Background: an optimization exercise with open tools, aiming at small area. Do not read the settings as production practice.
In this exercise RTL edits were held to simulation tests only and were not proved equivalent to the original.
Power figures rest on the tool's default switching activity, not on a simulated workload.

## v24
Design atsc_dc_blocker, start of the top module:
module atsc_dc_blocker #(
    parameter int LOG2_LEN = 6,
    parameter int SR_CTRL  = 132
) (
    input  logic        ce_clk,
    input  logic        ce_rst,
    input  logic        set_stb,
    input  logic [7:0]  set_addr,
    input  logic [31:0] set_data,
    input  logic [31:0] in_tdata,
    input  logic        in_tlast,
    input  logic        in_tvalid,
    output logic        in_tready,
    output logic [31:0] out_tdata,
    output logic        out_tlast,
    output logic        out_tvalid,
    input  logic        out_tready
);
Size: roughly 2700 cells after synthesis, roughly 2100 flip-flops, about 110 I/O pins, ~0.069 mm² of cells after synthesis.
==> module atsc_dc_blocker, before the edit <==
module atsc_dc_blocker #(
    parameter int LOG2_LEN = 6,
    parameter int SR_CTRL  = 132
) (
    input  logic        ce_clk,
    input  logic        ce_rst,
    input  logic        set_stb,
    input  logic [7:0]  set_addr,
    input  logic [31:0] set_data,
    input  logic [31:0] in_tdata,
    input  logic        in_tlast,
    input  logic        in_tvalid,
    output logic        in_tready,
    output logic [31:0] out_tdata,
    output logic        out_tlast,
    output logic        out_tvalid,
    input  logic        out_tready
);
    localparam int N  = 1 << LOG2_LEN;
    localparam int SW = 16 + LOG2_LEN;
    localparam logic [7:0] CTRL_ADDR = 8'(SR_CTRL);
    localparam int KS = 11;   
    localparam int KD = 9;    
    function automatic logic [SW-1:0] csadd(input logic [SW-1:0] a, input logic [SW-1:0] b,
                                            input logic cin, input int K);
        logic c, h, run;
        logic [SW-1:0] r;
        c = cin;
        h = 1'b0;
        for (int k = 0; k < SW; k++) begin
            if (k == K) begin
                h = c;
                c = 1'b0;
            end
            r[k] = a[k] ^ b[k] ^ c;
            c    = (a[k] & b[k]) | (c & (a[k] ^ b[k]));
        end
        run = 1'b1;
        for (int k = 0; k < SW; k++) begin
            if (k < K) begin
                csadd[k] = r[k];
            end else begin
                csadd[k] = r[k] ^ (h & run);
                run      = run & r[k];
            end
        end
    endfunction
    function automatic logic [SW+15:0] comp(input logic [15:0] x, input logic [SW-1:0] base,
                                            input logic mean_en, input logic [15:0] nold);
        logic [SW-1:0] xe, me, s, c, t, d;
        logic [15:0]   mean, res;
        logic          e, g;
        mean = base[SW-1:LOG2_LEN] & {16{mean_en}};
        xe   = {{(SW-16){x[15]}}, x};
        me   = ~{{(SW-16){mean[15]}}, mean};
        d    = csadd(xe, me, 1'b1, KD);
        if (d[16] != d[15]) res = d[16] ? 16'h8000 : 16'h7fff;
        else                res = d[15:0];
        e = x[15] ^ nold[15];
        g = x[15] & nold[15];
        for (int k = 0; k < SW; k++) begin
            if (k < 16) begin
                s[k] = base[k] ^ x[k] ^ nold[k];
                c[k] = (base[k] & x[k]) | (base[k] & nold[k]) | (x[k] & nold[k]);
            end else begin
                s[k] = base[k] ^ e;
                c[k] = g | (base[k] & e);
            end
        end
        t = csadd(s, {c[SW-2:0], 1'b1}, 1'b0, KS);
        comp = {res, t};
    endfunction
    function automatic logic [5:0] lfsr_next(input logic [5:0] v);
        lfsr_next = {v[4:0], v[5] ^ v[4]};
    endfunction
    localparam logic [5:0] CNT_ONE = 6'b000001;   
    function automatic logic [5:0] lfsr_after(input int n);
        logic [5:0] v;
        v = CNT_ONE;
        for (int k = 0; k < n; k++) v = lfsr_next(v);
        lfsr_after = v;
    endfunction
    localparam logic [5:0] CNT_LAST = lfsr_after(62);
    logic                    out_tvalid_q;
    logic [31:0]             out_tdata_q;
    logic                    out_tlast_q;
    logic [SW-1:0]           sum_i_q, sum_q_q;
    logic [5:0]              cnt_q;
    logic                    full_q;
    logic                    bypass_q;
    logic                    clear_q;
    logic [31:0]             win [N];
    logic                    accept, ctrl_wr, old_vld;
    logic [SW-1:0]           base_i, base_q;
    logic [15:0]             nold_i, nold_q;
    logic [SW+15:0]          r_i, r_q;
    logic                    unused_bits;
    assign in_tready  = ~out_tvalid_q | out_tready;
    assign accept     = in_tvalid & in_tready;
    assign ctrl_wr    = set_stb & (set_addr == CTRL_ADDR);
    assign out_tdata  = out_tdata_q;
    assign out_tlast  = out_tlast_q;
    assign out_tvalid = out_tvalid_q;
    assign old_vld = full_q & ~clear_q;
    assign base_i  = clear_q ? '0 : sum_i_q;
    assign base_q  = clear_q ? '0 : sum_q_q;
    assign nold_i  = ~({16{old_vld}} & win[N-1][31:16]);
    assign nold_q  = ~({16{old_vld}} & win[N-1][15:0]);
    assign r_i     = comp(in_tdata[31:16], base_i, ~bypass_q, nold_i);
    assign r_q     = comp(in_tdata[15:0],  base_q, ~bypass_q, nold_q);
    assign unused_bits = ^{set_data[31:2]};
    always_ff @(posedge ce_clk or posedge ce_rst) begin
        if (ce_rst) begin
            out_tvalid_q <= 1'b0;
            bypass_q     <= 1'b0;
            clear_q      <= 1'b1;
        end else begin
            out_tvalid_q <= accept | (out_tvalid_q & ~out_tready);
            if (ctrl_wr) bypass_q <= set_data[0];
            clear_q      <= (ctrl_wr & set_data[1]) | (clear_q & ~accept);
        end
    end
    always_ff @(posedge ce_clk) begin
        if (accept) begin
            out_tdata_q <= {r_i[SW+15:SW], r_q[SW+15:SW]};
            out_tlast_q <= in_tlast;
            sum_i_q     <= r_i[SW-1:0];
            sum_q_q     <= r_q[SW-1:0];
            cnt_q       <= clear_q ? CNT_ONE : lfsr_next(cnt_q);
            full_q      <= ~clear_q & (full_q | (cnt_q == CNT_LAST));
            win[0]      <= in_tdata;
            for (int k = 1; k < N; k++) win[k] <= win[k-1];
        end
    end
endmodule
==> flow/config.mk <==
export PLATFORM = sky130hd
export DESIGN_NAME = atsc_dc_blocker
export DESIGN_NICKNAME = atsc_dc_blocker
export VERILOG_FILES = /design/flow/design.v
export SDC_FILE = /design/flow/constraint.sdc
export NUM_CORES = 4
export LEC_CHECK = 0
export CAP_MARGIN = 0
export CORE_MARGIN = 2
export CORE_UTILIZATION = 70
export SLEW_MARGIN = 0
==> flow/constraint.sdc <==
create_clock -name core_clock -period 8.0 [get_ports {ce_clk}]
set_input_delay 1.6000 -clock core_clock [delete_from_list [all_inputs] [get_ports {ce_clk}]]
set_output_delay 1.6000 -clock core_clock [all_outputs]
set_load 0.01 [all_outputs]
standard.sh (not shown) runs the stock make flow with config.mk's settings and CLKGATE_MAP_FILE= SYNTH_SCRIPT=/design/flow/synth_recipe.tcl, a recipe that flattens the netlist after the stock synthesis.
==> flow/flow/run.sh <==
#!/bin/bash
# Layout flow: the standard flow (standard.sh), with the clock tree built from smaller
# clock buffers in larger clusters and no dummy loads, and one-unit buffers on the ports.
# ORFS reads CTS_ARGS and BUFFER_PORTS_ARGS from the environment.
set -e
export CTS_ARGS="-sink_clustering_enable -repair_clock_nets -dont_use_dummy_load -buf_list sky130_fd_sc_hd__clkbuf_8 -sink_clustering_buffer sky130_fd_sc_hd__clkbuf_8 -sink_clustering_size 20 -sink_clustering_max_diameter 45"
export BUFFER_PORTS_ARGS="-buffer_cell sky130_fd_sc_hd__buf_1"
bash standard.sh > standard.log 2>&1
### v24 -> v34
diff --git a/flow/design.v b/flow/design.v
--- a/flow/design.v
+++ b/flow/design.v
@@ -44,33 +44,27 @@
                 run      = run & r[k];
             end
         end
     endfunction
     function automatic logic [SW+15:0] comp(input logic [15:0] x, input logic [SW-1:0] base,
                                             input logic mean_en, input logic [15:0] nold);
-        logic [SW-1:0] xe, me, s, c, t, d;
-        logic [15:0]   mean, res;
-        logic          e, g;
+        logic [SW-1:0] s, c, t, r;
+        logic [15:0]   mean, xo, mo, no, res;
         mean = base[SW-1:LOG2_LEN] & {16{mean_en}};
-        xe   = {{(SW-16){x[15]}}, x};
-        me   = ~{{(SW-16){mean[15]}}, mean};
-        d    = csadd(xe, me, 1'b1, KD);
-        if (d[16] != d[15]) res = d[16] ? 16'h8000 : 16'h7fff;
-        else                res = d[15:0];
-        e = x[15] ^ nold[15];
-        g = x[15] & nold[15];
-        for (int k = 0; k < SW; k++) begin
-            if (k < 16) begin
-                s[k] = base[k] ^ x[k] ^ nold[k];
-                c[k] = (base[k] & x[k]) | (base[k] & nold[k]) | (x[k] & nold[k]);
-            end else begin
-                s[k] = base[k] ^ e;
-                c[k] = g | (base[k] & e);
-            end
+        xo   = x ^ 16'h8000;
+        mo   = ~(mean ^ 16'h8000);
+        no   = nold ^ 16'h8000;
+        r    = csadd({{(SW-16){1'b0}}, xo}, {{(SW-16){1'b0}}, mo}, 1'b1, KD);
+        if (r[16] == r[15]) res = r[16] ? 16'h7fff : 16'h8000;
+        else                res = r[15:0];
+        for (int k = 0; k < 16; k++) begin
+            s[k] = base[k] ^ xo[k] ^ no[k];
+            c[k] = (base[k] & xo[k]) | (base[k] & no[k]) | (xo[k] & no[k]);
         end
-        t = csadd(s, {c[SW-2:0], 1'b1}, 1'b0, KS);
+        s[SW-1:16] = base[SW-1:16];
+        t = csadd(s, {{(SW-16){~c[15]}}, c[14:0], 1'b1}, 1'b0, KS);
         comp = {res, t};
     endfunction
     function automatic logic [5:0] lfsr_next(input logic [5:0] v);
         lfsr_next = {v[4:0], v[5] ^ v[4]};
     endfunction
     localparam logic [5:0] CNT_ONE = 6'b000001;   
Results
Compared v34 against v24; clock share of power within noise. In the tables for v34 and v24, post-synth net total reads higher with v24. Global-route usage across v34 and v24: no real change. The switching share of power in v34 sits 0.35 points below the value recorded for v24. Clock-buffer cell count is lower on v34.

static timing again, ports no longer ideal:
In the flow no input, the clock included, has a driving cell. The finished layouts below were timed again as built, in two steps.
Step 1, drivers: a clkbuf_16 drives ce_clk and a buf_2 each remaining input, both assumed.
Step 2 adds t to the input delays and takes it off the output delays; t is the mean of the earliest and latest rising clock arrival at the registers after step 1. Input paths then give back, and output paths get back, about the clock's delay inside the block.
Slacks: ideal / step 1 / step 2; pairs: ideal / step 1.
| run | t, ns | slack for setup (ns) | latest minus earliest clock arrival (ns) |
|---|---|---|---|
| v24 | 0.877 | 1.433 / 1.433 / 0.697 | 0.077 / 0.077 |
| v34 | 0.882 | 1.283 / 1.283 / 0.867 | 0.094 / 0.094 |
After both steps setup and hold are still met in every run listed. The setup slack of v24, which loses most, moves by 0.000 ns with the drivers and by -0.736 ns with both steps.
